This design comes from an exercise in tuning for small area, a short achievable clock period and few clock cycles per item on the open sky130 flow, not from production work. At most, simulation tests tie the RTL to the original design; equivalence was not proved. Power and IR drop assume default switching activity.

== the baseline ==
## join_top
module join_top (
  input  logic        ap_clk,
  input  logic        rst_n,
  input  logic        host_cyc,
  input  logic        host_stb,
  input  logic        host_we,
  input  logic [31:0] host_adr,
  input  logic [31:0] host_dat_w,
  output logic        host_ack,
  output logic [31:0] host_dat_r,
  output logic        mem_cyc,
  output logic        mem_stb,
  output logic        mem_we,
  output logic [31:0] mem_adr,
  output logic [31:0] mem_dat_w,
  input  logic        mem_ack,
  input  logic [31:0] mem_dat_r
);
For scale: about 460 flip-flops.
export LEC_CHECK = 0
export CAP_MARGIN = 20
export CORE_MARGIN = 2
export CORE_UTILIZATION = 55
export CTS_CLUSTER_DIAMETER = 60
export CTS_CLUSTER_SIZE = 40
export PLACE_DENSITY = 0.75
export SETUP_SLACK_MARGIN = 2.8
export SLEW_MARGIN = 20
export TNS_END_PERCENT = 10
create_clock -name core_clock -period 5.0 [get_ports {ap_clk}]
standard.sh (not shown) runs the stock make flow with config.mk's settings and CLKGATE_MAP_FILE= SYNTH_SCRIPT=/design/flow/synth_recipe.tcl, a recipe that flattens the netlist after the stock synthesis.
==> flow/flow/run.sh <==
#!/bin/bash
# The standard layout, with the port buffers made from sky130_fd_sc_hd__buf_2
# cells instead of the cell buffer_ports picks by default. The make output goes
# to flow_make.log here; ORFS's per-step logs stay under orfs/logs.
set -euo pipefail
export BUFFER_PORTS_ARGS="-buffer_cell sky130_fd_sc_hd__buf_2"
bash standard.sh finish > flow_make.log 2>&1
No stage failed in the baseline, and the final checks on the layout all came back clean.
Input-level comparison between the candidate and the baseline:
# the baseline
export LEC_CHECK = 0
export CAP_MARGIN = 20
export CORE_MARGIN = 2
export CORE_UTILIZATION = 55
export CTS_CLUSTER_DIAMETER = 60
export CTS_CLUSTER_SIZE = 40
export PLACE_DENSITY = 0.75
export SETUP_SLACK_MARGIN = 2.8
export SLEW_MARGIN = 20
export TNS_END_PERCENT = 10
create_clock -name core_clock -period 5.0 [get_ports {ap_clk}]
# the candidate
export LEC_CHECK = 0
export CAP_MARGIN = 20
export CORE_MARGIN = 2
export CORE_UTILIZATION = 55
export CTS_CLUSTER_DIAMETER = 60
export CTS_CLUSTER_SIZE = 40
export SETUP_SLACK_MARGIN = 2.8
export SLEW_MARGIN = 20
export TNS_END_PERCENT = 10
create_clock -name core_clock -period 5.0 [get_ports {ap_clk}]
Notes after the runs:
- The candidate: done, clean on timing, DRC and antenna
- Higher total power among the candidate and the baseline: the candidate
- The run with more routed wire is the candidate, not the baseline.
- Area: the candidate vs the baseline -> the candidate larger
- On the candidate: tightest slew margin relative to the limit is 1.4 points lower than what the baseline gave.
Function was not checked in any run of this note: the RTL went through the layout flow alone.


join_top, a different RTL version from the one above (not shown whole).
For scale: roughly 1600 cells after synthesis, about 200 I/O pins.
==> flow/config.mk <==
export PLATFORM = sky130hd
export DESIGN_NAME = join_top
export DESIGN_NICKNAME = join_top
export VERILOG_FILES = /design/flow/design.v
export SDC_FILE = /design/flow/constraint.sdc
export NUM_CORES = 4
export LEC_CHECK = 0
export CAP_MARGIN = 20
export CORE_MARGIN = 2
export CORE_UTILIZATION = 55
export CTS_CLUSTER_DIAMETER = 60
export CTS_CLUSTER_SIZE = 40
export SETUP_SLACK_MARGIN = 2.8
export SLEW_MARGIN = 20
export TNS_END_PERCENT = 10
==> flow/constraint.sdc <==
create_clock -name core_clock -period 5.0 [get_ports {ap_clk}]
set_input_delay 1.0000 -clock core_clock [delete_from_list [all_inputs] [get_ports {ap_clk}]]
set_output_delay 1.0000 -clock core_clock [all_outputs]
set_load 0.01 [all_outputs]
Scripts as last shown in full above: flow/flow/run.sh
Next try:
- SETUP_SLACK_MARGIN: 2.8 -> 3.0
After rerunning: Area after synthesis is unchanged. Non-clock buffer count rises by 43. Routed wire length climbs by 4.5%. Global-route usage is about the same. Setup slack gains 110 ps. First-iteration DRC count rises by 14%. Synthesized cell count is unchanged.
Function was not checked in any run of this note: the RTL went through the layout flow alone.


join_top, a different RTL version from the one above (not shown whole).
Settings: LEC_CHECK=0, CAP_MARGIN=20, CORE_MARGIN=2, CORE_UTILIZATION=55, SETUP_SLACK_MARGIN=2.8, SLEW_MARGIN=20, TNS_END_PERCENT=10; clock period 5.0 ns.
Scripts as last shown in full above: flow/flow/run.sh
The first run completed without violations.
Testbench counts at the start, summed over its fixed seeds: cycles 7,272, items 1,432.
Change:
--- a/flow/config.mk
+++ b/flow/config.mk
@@ -9,3 +9,5 @@
 export CORE_MARGIN = 2
-export CORE_UTILIZATION = 55
+export CORE_UTILIZATION = 40
+export CTS_CLUSTER_DIAMETER = 60
+export CTS_CLUSTER_SIZE = 40
 export SETUP_SLACK_MARGIN = 2.8
Final area increases by 0.43%.
Wire length goes up by 3.8%.
Worst setup slack loses 5.9 ps.
Clock skew rose by 34 ps.
Via count barely changes.
Sequential power hardly moves.
Die area rose by 37%.
Total power is lower by 1.8%.
Non-clock buffer count shrinks by 3.
Hold slack gets better by 7.2 ps.


run a:
The RTL this note starts from:
==> flow/design.v <==
localparam WINDOW_DEPTH    = 16;   
localparam REG_CTRL        = 8'h00;   
localparam REG_RESULT_BASE = 8'h04;
localparam REG_RESULT_MAX  = 8'h08;
localparam REG_WINDOW      = 8'h0C;   
localparam REG_STREAM      = 8'h10;   
localparam REG_STATUS      = 8'h14;
`timescale 1ns/10ps
module join_top (
  input  logic        ap_clk,
  input  logic        rst_n,
  input  logic        host_cyc,
  input  logic        host_stb,
  input  logic        host_we,
  input  logic [31:0] host_adr,
  input  logic [31:0] host_dat_w,
  output logic        host_ack,
  output logic [31:0] host_dat_r,
  output logic        mem_cyc,
  output logic        mem_stb,
  output logic        mem_we,
  output logic [31:0] mem_adr,
  output logic [31:0] mem_dat_w,
  input  logic        mem_ack,
  input  logic [31:0] mem_dat_r
);
localparam WINDOW_DEPTH    = 16;   
localparam REG_CTRL        = 8'h00;   
localparam REG_RESULT_BASE = 8'h04;
localparam REG_RESULT_MAX  = 8'h08;
localparam REG_WINDOW      = 8'h0C;   
localparam REG_STREAM      = 8'h10;   
localparam REG_STATUS      = 8'h14;
  logic        ack_q;         
  logic        ack_o;         
  logic [7:0]  wkey [WINDOW_DEPTH];
  logic [7:0]  wval [WINDOW_DEPTH];
  logic [3:0]  wr_ptr;        
  logic        wfull;         
  logic [7:0]  p_key;         
  logic [7:0]  p_sval;
  logic [15:0] p_mask;        
  logic        p_valid;       
  logic [31:0] result_base;
  logic [15:0] result_max;
  logic [15:0] count;
  logic        over;
  logic        room_q;        
  logic        rc_q;          
  logic        stb_q;         
  logic [2:0]  stb_o;         
  logic [27:0] dat_q;         
  logic [31:2] adr_q;         
  logic        adr_c;         
  logic [31:0] rd_q;
  logic [15:0] p_below;       
  logic [15:0] p_low;         
  logic [15:0] p_rest;
  logic        free, take, issue, pop;
  logic [3:0] p_grp;          
  logic [3:0] p_grp_below;    
  always_comb begin
    for (int g = 0; g < 4; g++) p_grp[g] = |p_mask[4*g +: 4];
    p_grp_below[0] = 1'b0;
    p_grp_below[1] = p_grp[0];
    p_grp_below[2] = p_grp[0] | p_grp[1];
    p_grp_below[3] = p_grp[0] | p_grp[1] | p_grp[2];
    for (int g = 0; g < 4; g++) begin
      p_below[4*g]     = p_grp_below[g];
      p_below[4*g + 1] = p_grp_below[g] | p_mask[4*g];
      p_below[4*g + 2] = p_grp_below[g] | p_mask[4*g] | p_mask[4*g + 1];
      p_below[4*g + 3] = p_grp_below[g] | p_mask[4*g] | p_mask[4*g + 1] | p_mask[4*g + 2];
    end
  end
  assign p_low   = p_mask & ~p_below;
  assign p_rest  = p_mask & p_below;
  assign free    = !stb_q || mem_ack;         
  assign take    = free && p_valid;           
  assign issue   = take && room_q;
  assign pop     = take && (!room_q || (p_rest == '0));   
  logic [15:0] wvalid, match;    
  logic [7:0]  offset;
  logic        req, a_win, a_str, acc_win, ld_str, acc_str, acc_oth, acc;
  logic        op_base, op_max, op_clr;    
  assign offset  = host_adr[7:0];
  assign req     = host_cyc && host_stb && !ack_q;
  assign a_win   = host_we && (offset == REG_WINDOW);
  assign a_str   = host_we && (offset == REG_STREAM);
  assign acc_win = req && a_win && !p_mask[wr_ptr];
  assign ld_str  = req && a_str && !p_valid;   
  assign acc_str = ld_str || (req && a_str && !(|match));   
  assign acc_oth = req && !a_win && !a_str;
  assign acc     = acc_win || acc_str || acc_oth;
  logic win_q;
  always_ff @(posedge ap_clk or negedge rst_n) begin
    if (!rst_n) begin
      ack_q <= 1'b0;
      ack_o <= 1'b0;
      win_q   <= 1'b0;
      op_base <= 1'b0;
      op_max  <= 1'b0;
      op_clr  <= 1'b0;
    end else begin
      ack_q <= acc;
      ack_o <= acc;
      win_q   <= acc_win;
      op_base <= acc_oth && host_we && (offset == REG_RESULT_BASE);
      op_max  <= acc_oth && host_we && (offset == REG_RESULT_MAX);
      op_clr  <= acc_oth && host_we && (offset == REG_CTRL) && host_dat_w[0];
    end
  end
  logic busy;
  assign busy = stb_q || p_valid;
  always_ff @(posedge ap_clk) begin
    case (offset)
      REG_RESULT_BASE: rd_q <= result_base;
      REG_RESULT_MAX:  rd_q <= {16'h0, result_max};
      REG_STATUS:      rd_q <= {14'h0, busy, over, count};
      default:         rd_q <= '0;
    endcase
  end
  assign host_ack   = ack_o;
  assign host_dat_r = rd_q;
  always_ff @(posedge ap_clk or negedge rst_n) begin
    if (!rst_n) begin
      result_base <= '0;
      result_max  <= '0;
    end else begin
      if (op_base) result_base <= host_dat_w;
      if (op_max)  result_max  <= host_dat_w[15:0];
    end
  end
  always_ff @(posedge ap_clk) begin
    if (win_q) begin
      wkey[wr_ptr] <= host_dat_w[15:8];
      wval[wr_ptr] <= host_dat_w[7:0];
    end
  end
  always_ff @(posedge ap_clk or negedge rst_n) begin
    if (!rst_n) begin
      wr_ptr <= '0;
      wfull  <= 1'b0;
    end else if (op_clr) begin
      wr_ptr <= '0;
      wfull  <= 1'b0;
    end else if (win_q) begin
      wr_ptr <= wr_ptr + 1'b1;
      if (wr_ptr == 4'hF) wfull <= 1'b1;
    end
  end
  always_comb begin
    for (int i = 0; i < WINDOW_DEPTH; i++) begin
      wvalid[i] = wfull || (4'(i) < wr_ptr);
      match[i]  = wvalid[i] && (wkey[i] == host_dat_w[15:8]);
    end
  end
  always_ff @(posedge ap_clk) begin
    if (!p_valid) begin
      p_key  <= host_dat_w[15:8];
      p_sval <= host_dat_w[7:0];
    end
  end
  always_ff @(posedge ap_clk or negedge rst_n) begin
    if (!rst_n) begin
      p_mask  <= '0;
      p_valid <= 1'b0;
    end else if (ld_str) begin
      p_mask  <= match;
      p_valid <= |match;
    end else if (take) begin
      p_mask  <= room_q ? p_rest : '0;   
      p_valid <= !pop;
    end
  end
  logic [7:0] p_wval;
  logic [3:0] p_slot;
  always_comb begin
    p_wval = '0;
    p_slot = '0;
    for (int i = 0; i < 16; i++) begin
      p_wval = p_wval | ({8{p_low[i]}} & wval[i]);
      p_slot = p_slot | ({4{p_low[i]}} & 4'(i));
    end
  end
  always_ff @(posedge ap_clk) begin
    if (issue) dat_q <= {p_key, p_sval, p_wval, p_slot};
  end
  always_ff @(posedge ap_clk or negedge rst_n) begin
    if (!rst_n) begin
      stb_q <= 1'b0;
      stb_o <= '0;
      count <= '0;
      over  <= 1'b0;
    end else if (op_clr) begin
      stb_q <= 1'b0;
      stb_o <= '0;
      count <= '0;
      over  <= 1'b0;
    end else begin
      if (free) begin
        stb_q <= issue;
        stb_o <= {3{issue}};
      end
      if (stb_q && mem_ack) count <= count + 1'b1;
      if (take && !room_q) over <= 1'b1;
    end
  end
  logic [16:0] n_inc;
  assign n_inc = {1'b0, count} + {16'h0, stb_q} + 17'd1;
  always_ff @(posedge ap_clk or negedge rst_n) begin
    if (!rst_n) begin
      room_q <= 1'b0;
      rc_q   <= 1'b0;
    end else begin
      rc_q <= op_max || op_clr;
      if (rc_q)       room_q <= count < result_max;
      else if (issue) room_q <= n_inc != {1'b0, result_max};
    end
  end
  always_ff @(posedge ap_clk) begin
    if (stb_q && mem_ack) begin
      adr_q <= adr_q + 1'b1;
      adr_c <= adr_c || (&adr_q[17:2]);
    end else begin
      {adr_c, adr_q[17:2]} <= {1'b0, result_base[17:2]} + {1'b0, count};
      adr_q[31:18]         <= result_base[31:18] + {13'h0, adr_c};
    end
  end
  assign mem_cyc   = stb_o[0];
  assign mem_stb   = stb_o[1];
  assign mem_we    = stb_o[2];
  assign mem_adr   = {adr_q, result_base[1:0]};
  assign mem_dat_w = {dat_q[27:4], 4'h0, dat_q[3:0]};
endmodule
export LEC_CHECK = 0
export CAP_MARGIN = 20
export CORE_MARGIN = 2
export CORE_UTILIZATION = 55
export CTS_CLUSTER_DIAMETER = 60
export CTS_CLUSTER_SIZE = 40
export SETUP_SLACK_MARGIN = 2.8
export SLEW_MARGIN = 20
export TNS_END_PERCENT = 5
create_clock -name core_clock -period 5.0 [get_ports {ap_clk}]
Scripts as last shown in full above: flow/flow/run.sh
Testbench counts of run a, summed over its fixed seeds: cycles 7,272, items 1,432.
The following lists how run b was set up differently from run a:
- swapping 55 for 40 in CORE_UTILIZATION
- clearing CTS_CLUSTER_SIZE, which used to be 40
- clearing CTS_CLUSTER_DIAMETER, which used to be 60
- swapping 5 for 10 in TNS_END_PERCENT
[summary]
- Total power: run b vs run a up 0.83 mW
- Run b vs run a — detailed placement HPWL rose 5.3%.
- Re DRC marker count from the first detailed-route iteration: run b is about 27% up on run a.
- Run a -> run b: count of clock buffers in the final design increased by more than half
- Compared with run a, run b shows a post-place instance area that is 260 µm² higher.


== build 84 ==
join_top, a different RTL version from the one above (not shown whole).
Size in the first run: roughly 1700 cells after synthesis, roughly 490 flip-flops, about 200 I/O pins, ~22000 sq um of cells after synthesis.
Settings: LEC_CHECK=0, CAP_MARGIN=20, CORE_MARGIN=2, CORE_UTILIZATION=45, CTS_CLUSTER_DIAMETER=60, CTS_CLUSTER_SIZE=40, SETUP_SLACK_MARGIN=2.8, SLEW_MARGIN=20, TNS_END_PERCENT=10; clock period 5.0 ns.
Scripts as last shown in full above: flow/flow/run.sh
Testbench counts of build 84, summed over its fixed seeds: cycles 6,408, items 1,432.
The following lists how build 33 was set up differently from build 84:
- CORE_UTILIZATION now 55, was 45
- SETUP_SLACK_MARGIN now 3.0, was 2.8
Compared with build 84, in build 33 die area -about 18%; number of hold buffers added after CTS ~0 delta; flip-flop and latch share of the layout cell area +0.58 points; part of the cycle the worst path needs +0.31 points. Largest net degree at the start of global routing: build 33 vs build 84 up 1. Build 33 vs build 84, cell with the largest stage delay on the worst path: and2_2 vs or2_4. Build 33 ends up with lower total power than build 84 does. Looking at critical path start-end classification, the flop to flop result is from build 33; the primary input to output pin one comes from build 84.
[inputs] build 59 vs build 33
- SETUP_SLACK_MARGIN changed from 3.0 to 2.8
==> summary.txt <==
Summary of build 59 over build 33: worst endpoint data arrival time went down; slack of the critical path went up; static leakage power went down; critical path depth in cells went up; transition time at the pin with the least slew margin went up.
Having completed the whole flow, build 59 delivered a layout that passed the timing, DRC and antenna checks.
Status: clock network latency to the later pin of the worst-skew pair parity (build 33, build 59)
Going from build 33 to build 59, the detailed-route wire length was found to have gone down by 2.1%.
Compared with build 33, build 59 shows a cell area power density that is about 0.8% higher.
Comparing the two runs side by side, build 59 comes out ahead of build 33 on final standard cell area without fillers.
Build 33 → build 59: time the final worst path needs with I/O delays and setup saw a decrease, area overhead of the layout relative to synthesis dropped 1.1 points.


Another version of the RTL of join_top (not shown whole).
For scale: about 1700 cells after synthesis, roughly 490 flip-flops, about 200 I/O pins.
clock: 5.0 ns
lec_check: 0
cap_margin: 20
core_margin: 2
core_utilization: 40
cts_cluster_diameter: 60
cts_cluster_size: 40
setup_slack_margin: 2.8
slew_margin: 20
tns_end_percent: 10
Scripts as last shown in full above: flow/flow/run.sh
The starting point finished clean.
==> next run, changes <==
--- a/flow/config.mk
+++ b/flow/config.mk
@@ -8,5 +8,5 @@
 export CAP_MARGIN = 20
 export CORE_MARGIN = 2
-export CORE_UTILIZATION = 40
+export CORE_UTILIZATION = 55
 export CTS_CLUSTER_DIAMETER = 60
 export CTS_CLUSTER_SIZE = 40
The changed run completed without violations; clock-buffer cell count does not change; clock power shrinks by a little under a tenth; combinational power fell by a little under a tenth; sequential power is about the same; final cell count came out lower by a little under a tenth; design area fell by a few percent.
No run of this note included a check of the RTL's function; only the layout flow was run.

[static timing again, ports no longer ideal]
The flow's constraints put no driver on any port. The routed layouts listed below were extracted and timed again, unchanged, in two steps.
Step 1 assumes that a clkbuf_16 drives the clock port and a buf_2 every other input.
Step 2 moves the port delays by t, midway between the first and last clock arrival at a register: inputs arrive t later, outputs are due t later. That takes back most of the time a late clock gives input paths.
Slacks: ideal / step 1 / step 2; pairs: ideal / step 1.
run	t, ns	setup slack, ns	worst setup path at the end	slew at the worst register clock pin (ns)	worst slew at a driven data input, ns
the baseline	0.657	2.507 / 2.507 / 2.101	input to register	0.10 / 0.10	0.10
the candidate	0.596	2.541 / 2.541 / 2.073	input to register	0.09 / 0.09	0.05
the first run of note 2	0.595	2.365 / 2.365 / 1.943	input to register	0.09 / 0.09	0.06
the second run of note 2	0.594	2.479 / 2.479 / 2.003	input to register	0.09 / 0.09	0.18
the first run of note 3	0.622	2.552 / 2.552 / 2.010	input to register	0.06 / 0.06	0.05
the second run of note 3	0.623	2.546 / 2.546 / 2.084	input to register	0.10 / 0.10	0.05
run a	0.598	2.512 / 2.512 / 2.057	input to register	0.09 / 0.09	0.08
run b	0.646	2.489 / 2.489 / 2.114	input to register	0.06 / 0.06	0.05
build 84	0.629	2.420 / 2.389 / 1.857	input to register	0.09 / 0.09	0.08
build 33	0.613	2.404 / 2.385 / 1.980	input to register	0.10 / 0.10	0.06
build 59	0.611	2.418 / 2.384 / 2.044	input to register	0.11 / 0.11	0.06
the first run of note 6	0.623	2.402 / 2.332 / 1.827	input to register	0.09 / 0.09	0.12
the second run of note 6	0.591	2.402 / 2.402 / 1.881	input to register	0.09 / 0.09	0.06
After both steps every run listed still meets setup and hold. The setup slack of the first run of note 6, which loses most, moves by -0.070 ns with the drivers and by -0.575 ns with both steps.
